From an optimization exercise on the open Yosys and OpenROAD flow, aimed at small area, a short achievable clock period and few clock cycles per item; shortcuts taken in it are not production practice.
Only simulation tests tie the RTL to the original design; equivalence was not proved.
Power is estimated from default activity; no workload was simulated.

==> inputs of v31 <==
// mx_block_sequencer
module mx_block_sequencer #(
  parameter int BLOCK_SIZE = 32,
  parameter int DATA_W     = 32,
  parameter int EXP_W      = 8
) (
  input  logic                          clk,
  input  logic                          rst,
  input  logic                          in_valid,
  output logic                          in_ready,
  input  logic [DATA_W-1:0]             in_data,
  input  logic                          flush,
  output logic                          out_valid,
  input  logic                          out_ready,
  output logic [DATA_W-1:0]             out_data,
  output logic [EXP_W-1:0]              out_scale,
  output logic                          out_last,
  output logic [$clog2(BLOCK_SIZE)-1:0] out_idx
);
Settings: LEC_CHECK=0, ABC_AREA=1, CAP_MARGIN=20, CORE_MARGIN=2, CORE_UTILIZATION=65, GPL_ROUTABILITY_DRIVEN=0, PLACE_DENSITY=0.75, SETUP_SLACK_MARGIN=3.0, SLEW_MARGIN=20; clock period 5.0 ns.
standard.sh (not shown) runs the stock make flow with config.mk's settings and CLKGATE_MAP_FILE= SYNTH_SCRIPT=/design/flow/synth_recipe.tcl, a recipe that flattens the netlist after the stock synthesis.
==> flow/flow/run.sh <==
#!/bin/bash
# Standard layout (the standard.sh, unchanged synthesis) with clock tree synthesis told not
# to add dummy loads. Each tool's output goes to a log of its own here and under orfs/logs.
set -euo pipefail
export CTS_ARGS="-sink_clustering_enable -repair_clock_nets -sink_clustering_size 18 -sink_clustering_max_diameter 55 -buf_list sky130_fd_sc_hd__clkbuf_8 -dont_use_dummy_load"
export BUFFER_PORTS_ARGS="-buffer_cell sky130_fd_sc_hd__buf_2"
bash standard.sh > standard_flow.log 2>&1
==> v8: changes against v31 <==
==> flow/design.v (replaced) <==
module mx_block_sequencer #(
  parameter int BLOCK_SIZE = 32,
  parameter int DATA_W     = 32,
  parameter int EXP_W      = 8
) (
  input  logic                          clk,
  input  logic                          rst,
  input  logic                          in_valid,
  output logic                          in_ready,
  input  logic [DATA_W-1:0]             in_data,
  input  logic                          flush,
  output logic                          out_valid,
  input  logic                          out_ready,
  output logic [DATA_W-1:0]             out_data,
  output logic [EXP_W-1:0]              out_scale,
  output logic                          out_last,
  output logic [$clog2(BLOCK_SIZE)-1:0] out_idx
);
  localparam int IDX_W = $clog2(BLOCK_SIZE);
  localparam int NS    = BLOCK_SIZE + 1;
  localparam int SW    = $clog2(NS);
  logic [NS-1:0][DATA_W-1:0] ring_q;
  logic [NS-1:0]             occ_q;
  logic [IDX_W-1:0] c_cnt_q, c_cnt_d;
  logic [EXP_W-1:0] c_max_q, c_max_d;
  logic             first_q;               
  logic [SW-1:0]    wdist_q, wdist_d;
  logic             p_vld_q, p_vld_d, p2_vld_q, p2_vld_d;
  logic [IDX_W-1:0] p_rem_q, p_rem_d;      
  logic [EXP_W-1:0] p_scale_q, p_scale_d, p2_scale_q, p2_scale_d;
  logic [IDX_W-1:0] rem_q, rem_d;          
  logic [SW-1:0]    rdist_q, rdist_d;
  logic              ov_q, olast_q;
  logic [DATA_W-1:0] od_q;
  logic [EXP_W-1:0]  os_q, e_scale_q;
  logic [IDX_W-1:0]  oi_q, oi_d, nb;
  logic              ir_q, ir_d;
  logic              wsel_q;               
  logic              nx_ok_q, nx_ok_d;     
  logic              nx_rd_q, nx_rd_d;     
  logic             acc, ftk, close, load, rd, start, last_rd;
  logic             ok_l, rd_l, ok_n, rd_n;
  logic [EXP_W-1:0] e_in, e_eff, new_max, p_scale_e, p2_scale_e;
  logic [IDX_W-1:0] rem_now;
  assign in_ready  = ir_q;
  assign out_valid = ov_q;
  assign out_data  = od_q;
  assign out_scale = os_q;
  assign out_last  = olast_q;
  assign out_idx   = oi_q;
  assign acc     = in_valid & ir_q;
  assign ftk     = flush & ir_q;
  assign e_in    = in_data[DATA_W-2 -: EXP_W];
  assign new_max = (acc && e_in > c_max_q) ? e_in : c_max_q;
  assign e_eff   = (e_in == '0) ? EXP_W'(1) : e_in;
  assign p_scale_e  = (first_q & ~p2_vld_q) ? c_max_q : p_scale_q;
  assign p2_scale_e = first_q ? c_max_q : p2_scale_q;
  assign close   = (acc && c_cnt_q == IDX_W'(BLOCK_SIZE - 1)) || (ftk && (acc || c_cnt_q != '0));
  assign load    = nx_ok_q & (~ov_q | out_ready);
  assign rd      = load & nx_rd_q;
  assign start   = load & olast_q;
  assign nb      = oi_q + IDX_W'(1);
  assign oi_d    = (oi_q & ~{IDX_W{load}}) | (nb & {IDX_W{load}});
  assign rem_now = olast_q ? p_rem_q : rem_q - IDX_W'(1);
  assign last_rd = rd & (rem_now == '0);
  always_comb begin
    c_cnt_d = c_cnt_q;
    c_max_d = first_q ? (acc ? e_eff : EXP_W'(1)) : new_max;
    wdist_d = (wdist_q == '0) ? SW'(NS - 1) : wdist_q - SW'(1);
    if (close) begin
      c_cnt_d = '0;
      wdist_d = {1'b0, ~c_cnt_q};
    end else if (acc) begin
      c_cnt_d = c_cnt_q + IDX_W'(1);
      wdist_d = '0;
    end
    p_vld_d    = p_vld_q;
    p_rem_d    = p_rem_q;
    p_scale_d  = p_scale_e;
    p2_vld_d   = p2_vld_q;
    p2_scale_d = p2_scale_e;
    if (start) begin
      if (p2_vld_q) begin
        p_rem_d   = '0;
        p_scale_d = p2_scale_e;
        p2_vld_d  = 1'b0;
      end else if (close) begin
        p_rem_d   = c_cnt_q + IDX_W'(acc) - IDX_W'(1);
      end else begin
        p_vld_d = 1'b0;
      end
    end else if (close) begin
      if (p_vld_q) begin
        p2_vld_d   = 1'b1;
      end else begin
        p_vld_d   = 1'b1;
        p_rem_d   = c_cnt_q + IDX_W'(acc) - IDX_W'(1);
      end
    end
    rem_d   = rem_q;
    rdist_d = (rdist_q == '0) ? SW'(NS - 1) : rdist_q - SW'(1);
    if (rd) begin
      rem_d   = rem_now;
      rdist_d = last_rd ? {1'b0, ~nb} : '0;
    end
    if (olast_q) begin
      ok_l = 1'b1;                             
      rd_l = p_rem_q != '0;
    end else if (nb == IDX_W'(BLOCK_SIZE - 1)) begin
      ok_l = p_vld_d & (nx_rd_q | (rdist_q == SW'(1)));
      rd_l = 1'b1;
    end else begin
      ok_l = 1'b1;                             
      rd_l = nx_rd_q & (rem_q != IDX_W'(1));
    end
    if (olast_q) begin
      ok_n = p_vld_d & (rdist_q == SW'(1));
      rd_n = 1'b1;
    end else begin
      ok_n = ~nx_rd_q | (rdist_q == SW'(1));
      rd_n = nx_rd_q;
    end
    nx_ok_d = load ? ok_l : ok_n;
    nx_rd_d = load ? rd_l : rd_n;
    ir_d = ~p2_vld_d & (close ? (c_cnt_q == IDX_W'(BLOCK_SIZE - 1)) : (acc | (wdist_q == SW'(1))))
         & (~occ_q[1] | rd);
  end
  always_ff @(posedge clk) begin
    for (int i = 0; i < NS - 1; i++)
      ring_q[i] <= ring_q[i+1];
    ring_q[NS-1] <= wsel_q ? in_data : ring_q[0];
    wsel_q       <= ir_d;
    od_q <= (od_q & ~{DATA_W{load}}) | (ring_q[1] & {DATA_W{nx_rd_q & load}});
    e_scale_q <= start ? p_scale_e : e_scale_q;
    os_q      <= rst ? '0 : start ? p_scale_e : e_scale_q;
    c_max_q    <= c_max_d;
    p_rem_q    <= p_rem_d;
    p_scale_q  <= p_scale_d;
    p2_scale_q <= p2_scale_d;
    rem_q      <= rem_d;
    if (rst) begin
      occ_q    <= '0;
      c_cnt_q  <= '0;
      c_max_q  <= EXP_W'(1);
      first_q  <= 1'b0;
      wdist_q  <= SW'(1);
      p_vld_q  <= 1'b0;
      p2_vld_q <= 1'b0;
      rdist_q  <= '0;
      ov_q     <= 1'b0;
      oi_q     <= IDX_W'(BLOCK_SIZE - 1);
      olast_q  <= 1'b1;
      ir_q     <= 1'b0;
      nx_ok_q  <= 1'b0;
      nx_rd_q  <= 1'b1;
    end else begin
      occ_q    <= {occ_q[0] | acc, occ_q[NS-1:2], occ_q[1] & ~rd};
      c_cnt_q  <= c_cnt_d;
      first_q  <= close;
      wdist_q  <= wdist_d;
      p_vld_q  <= p_vld_d;
      p2_vld_q <= p2_vld_d;
      rdist_q  <= rdist_d;
      ov_q     <= load | (ov_q & ~out_ready);
      oi_q     <= oi_d;
      olast_q  <= oi_d == IDX_W'(BLOCK_SIZE - 1);
      ir_q     <= ir_d;
      nx_ok_q  <= nx_ok_d;
      nx_rd_q  <= nx_rd_d;
    end
  end
endmodule
==> flow/run.sh (new file) <==
#!/bin/bash
# synth_recipe.tcl (not shown) runs the flow's synth.tcl, then flattens the netlist and writes it again
# the make line also repeats each setting of config.mk as NAME=value (left out here)
make -C /OpenROAD-flow-scripts/flow DESIGN_CONFIG=/design/flow/config.mk WORK_HOME=/design/flow/orfs CLKGATE_MAP_FILE= SYNTH_SCRIPT=/design/flow/synth_recipe.tcl finish
ABC_AREA = default   (was 1)
CORE_UTILIZATION = 80   (was 65)
CTS_BUF_LIST = sky130_fd_sc_hd__clkbuf_8   (was default)
CTS_CLUSTER_DIAMETER = 60   (was default)
CTS_CLUSTER_SIZE = 20   (was default)
GPL_ROUTABILITY_DRIVEN = default   (was 0)
PLACE_DENSITY = 0.88   (was 0.75)
removed: flow/flow/run.sh
removed: flow/standard.sh
==> v1: changes against v31 <==
==> flow/design.v (replaced) <==
module mx_block_sequencer #(
  parameter int BLOCK_SIZE = 32,
  parameter int DATA_W     = 32,
  parameter int EXP_W      = 8
) (
  input  logic                          clk,
  input  logic                          rst,
  input  logic                          in_valid,
  output logic                          in_ready,
  input  logic [DATA_W-1:0]             in_data,
  input  logic                          flush,
  output logic                          out_valid,
  input  logic                          out_ready,
  output logic [DATA_W-1:0]             out_data,
  output logic [EXP_W-1:0]              out_scale,
  output logic                          out_last,
  output logic [$clog2(BLOCK_SIZE)-1:0] out_idx
);
  localparam int IDX_W = $clog2(BLOCK_SIZE);
  localparam int NS    = BLOCK_SIZE + 1;
  localparam int SW    = $clog2(NS);
  logic [NS-1:0][DATA_W-1:0] ring_q;
  logic [NS-1:0]             occ_q;
  logic [IDX_W-1:0] c_cnt_q, c_cnt_d;
  logic [EXP_W-1:0] c_max_q, c_max_d;
  logic             first_q;               
  logic [SW-1:0]    wdist_q, wdist_d;
  logic             p_vld_q, p_vld_d, p2_vld_q, p2_vld_d;
  logic [IDX_W-1:0] p_rem_q, p_rem_d;      
  logic [EXP_W-1:0] p_scale_q, p_scale_d, p2_scale_q, p2_scale_d;
  logic [IDX_W-1:0] rem_q, rem_d;          
  logic [SW-1:0]    rdist_q, rdist_d;
  logic              ov_q, olast_q;
  logic [DATA_W-1:0] od_q;
  logic [EXP_W-1:0]  os_q, e_scale_q;
  logic [IDX_W-1:0]  oi_q, oi_d, nb;
  logic              ir_q, ir_d;
  logic              wsel_q;               
  logic              nx_ok_q, nx_ok_d;     
  logic              nx_rd_q, nx_rd_d;     
  logic             acc, ftk, close, load, rd, start, last_rd;
  logic             ok_l, rd_l, ok_n, rd_n;
  logic [EXP_W-1:0] e_in, e_eff, new_max, p_scale_e, p2_scale_e;
  logic [IDX_W-1:0] rem_now;
  assign in_ready  = ir_q;
  assign out_valid = ov_q;
  assign out_data  = od_q;
  assign out_scale = os_q;
  assign out_last  = olast_q;
  assign out_idx   = oi_q;
  assign acc     = in_valid & ir_q;
  assign ftk     = flush & ir_q;
  assign e_in    = in_data[DATA_W-2 -: EXP_W];
  assign new_max = (acc && e_in > c_max_q) ? e_in : c_max_q;
  assign e_eff   = (e_in == '0) ? EXP_W'(1) : e_in;
  assign p_scale_e  = (first_q & ~p2_vld_q) ? c_max_q : p_scale_q;
  assign p2_scale_e = first_q ? c_max_q : p2_scale_q;
  assign close   = (acc && c_cnt_q == IDX_W'(BLOCK_SIZE - 1)) || (ftk && (acc || c_cnt_q != '0));
  assign load    = nx_ok_q & (~ov_q | out_ready);
  assign rd      = load & nx_rd_q;
  assign start   = load & olast_q;
  assign nb      = oi_q + IDX_W'(1);
  assign oi_d    = (oi_q & ~{IDX_W{load}}) | (nb & {IDX_W{load}});
  assign rem_now = olast_q ? p_rem_q : rem_q - IDX_W'(1);
  assign last_rd = rd & (rem_now == '0);
  always_comb begin
    c_cnt_d = c_cnt_q;
    c_max_d = first_q ? (acc ? e_eff : EXP_W'(1)) : new_max;
    wdist_d = (wdist_q == '0) ? SW'(NS - 1) : wdist_q - SW'(1);
    if (close) begin
      c_cnt_d = '0;
      wdist_d = {1'b0, ~c_cnt_q};
    end else if (acc) begin
      c_cnt_d = c_cnt_q + IDX_W'(1);
      wdist_d = '0;
    end
    p_vld_d    = p_vld_q;
    p_rem_d    = p_rem_q;
    p_scale_d  = p_scale_e;
    p2_vld_d   = p2_vld_q;
    p2_scale_d = p2_scale_e;
    if (start) begin
      if (p2_vld_q) begin
        p_rem_d   = '0;
        p_scale_d = p2_scale_e;
        p2_vld_d  = 1'b0;
      end else if (close) begin
        p_rem_d   = c_cnt_q + IDX_W'(acc) - IDX_W'(1);
      end else begin
        p_vld_d = 1'b0;
      end
    end else if (close) begin
      if (p_vld_q) begin
        p2_vld_d   = 1'b1;
      end else begin
        p_vld_d   = 1'b1;
        p_rem_d   = c_cnt_q + IDX_W'(acc) - IDX_W'(1);
      end
    end
    rem_d   = rem_q;
    rdist_d = (rdist_q == '0) ? SW'(NS - 1) : rdist_q - SW'(1);
    if (rd) begin
      rem_d   = rem_now;
      rdist_d = last_rd ? {1'b0, ~nb} : '0;
    end
    if (olast_q) begin
      ok_l = 1'b1;                             
      rd_l = p_rem_q != '0;
    end else if (nb == IDX_W'(BLOCK_SIZE - 1)) begin
      ok_l = p_vld_d & (nx_rd_q | (rdist_q == SW'(1)));
      rd_l = 1'b1;
    end else begin
      ok_l = 1'b1;                             
      rd_l = nx_rd_q & (rem_q != IDX_W'(1));
    end
    if (olast_q) begin
      ok_n = p_vld_d & (rdist_q == SW'(1));
      rd_n = 1'b1;
    end else begin
      ok_n = ~nx_rd_q | (rdist_q == SW'(1));
      rd_n = nx_rd_q;
    end
    nx_ok_d = load ? ok_l : ok_n;
    nx_rd_d = load ? rd_l : rd_n;
    ir_d = ~p2_vld_d & (close ? (c_cnt_q == IDX_W'(BLOCK_SIZE - 1)) : (acc | (wdist_q == SW'(1))))
         & (~occ_q[1] | rd);
  end
  always_ff @(posedge clk) begin
    for (int i = 0; i < NS - 1; i++)
      ring_q[i] <= ring_q[i+1];
    ring_q[NS-1] <= wsel_q ? in_data : ring_q[0];
    wsel_q       <= ir_d;
    od_q <= (od_q & ~{DATA_W{load}}) | (ring_q[1] & {DATA_W{nx_rd_q & load}});
    e_scale_q <= start ? p_scale_e : e_scale_q;
    os_q      <= rst ? '0 : start ? p_scale_e : e_scale_q;
    c_max_q    <= c_max_d;
    p_rem_q    <= p_rem_d;
    p_scale_q  <= p_scale_d;
    p2_scale_q <= p2_scale_d;
    rem_q      <= rem_d;
    if (rst) begin
      occ_q    <= '0;
      c_cnt_q  <= '0;
      c_max_q  <= EXP_W'(1);
      first_q  <= 1'b0;
      wdist_q  <= SW'(1);
      p_vld_q  <= 1'b0;
      p2_vld_q <= 1'b0;
      rdist_q  <= '0;
      ov_q     <= 1'b0;
      oi_q     <= IDX_W'(BLOCK_SIZE - 1);
      olast_q  <= 1'b1;
      ir_q     <= 1'b0;
      nx_ok_q  <= 1'b0;
      nx_rd_q  <= 1'b1;
    end else begin
      occ_q    <= {occ_q[0] | acc, occ_q[NS-1:2], occ_q[1] & ~rd};
      c_cnt_q  <= c_cnt_d;
      first_q  <= close;
      wdist_q  <= wdist_d;
      p_vld_q  <= p_vld_d;
      p2_vld_q <= p2_vld_d;
      rdist_q  <= rdist_d;
      ov_q     <= load | (ov_q & ~out_ready);
      oi_q     <= oi_d;
      olast_q  <= oi_d == IDX_W'(BLOCK_SIZE - 1);
      ir_q     <= ir_d;
      nx_ok_q  <= nx_ok_d;
      nx_rd_q  <= nx_rd_d;
    end
  end
endmodule
==> flow/run.sh (new file) <==
#!/bin/bash
# synth_recipe.tcl (not shown) runs the flow's synth.tcl, then flattens the netlist and writes it again
# the make line also repeats each setting of config.mk as NAME=value (left out here)
make -C /OpenROAD-flow-scripts/flow DESIGN_CONFIG=/design/flow/config.mk WORK_HOME=/design/flow/orfs CLKGATE_MAP_FILE= SYNTH_SCRIPT=/design/flow/synth_recipe.tcl finish
ABC_AREA = default   (was 1)
CORE_UTILIZATION = 50   (was 65)
CTS_BUF_LIST = sky130_fd_sc_hd__clkbuf_8   (was default)
CTS_CLUSTER_DIAMETER = 60   (was default)
CTS_CLUSTER_SIZE = 20   (was default)
GPL_ROUTABILITY_DRIVEN = default   (was 0)
PLACE_DENSITY = 0.6   (was 0.75)
removed: flow/flow/run.sh
removed: flow/standard.sh
==> notes <==
- Flip-flop and latch count: v1 is higher than v31 (33).
- In critical path depth, v1 and v31 do not differ.
- v31 completed without violations. v1 finished clean. v8 did not get past clock tree synthesis (4_1_cts) on DPL-0033.
- In synthesized cell count, v8 and v1 do not differ.
- In v31 the non-clock buffer count is lower than in v1, by 22.
- Power: v31 is larger than v1 (about 0.9%).
Testbench counts of v31, summed over its fixed seeds: cycles 16,656, items 16,384.
Testbench counts of v8, summed over its fixed seeds: cycles 16,656, items 16,384.
Testbench counts of v1, summed over its fixed seeds: cycles 16,656, items 16,384.

[separate check: timing with driven ports]
The results above use ideal ports. As a check the final layouts listed here were re-extracted and re-timed, cells and wires unchanged.
Step 1 (the two cells are an assumption about what drives the block):
set clk [get_ports {clk}]
set_driving_cell -lib_cell sky130_fd_sc_hd__clkbuf_16 $clk
set_driving_cell -lib_cell sky130_fd_sc_hd__buf_2 [delete_from_list [all_inputs] $clk]
Step 2, shift: input delay + t, output delay - t, t = (earliest + latest rising clock arrival at the registers) / 2. This alone moves slack from input paths to output paths.
Slacks: ideal ports / drivers / drivers and shift; pairs: ideal ports / drivers.
| run | t, ns | setup slack, ns | worst hold slack (ns) |
|---|---|---|---|
| v31 | 0.674 | 2.858 / 2.807 / 2.495 | 0.304 / 0.304 / 0.304 |
| v1 | 0.703 | 2.815 / 2.759 / 2.328 | 0.313 / 0.313 / 0.313 |
After both steps every run listed still meets setup and hold. The setup slack of v1, which loses most, moves by -0.056 ns with the drivers and by -0.487 ns with both steps.
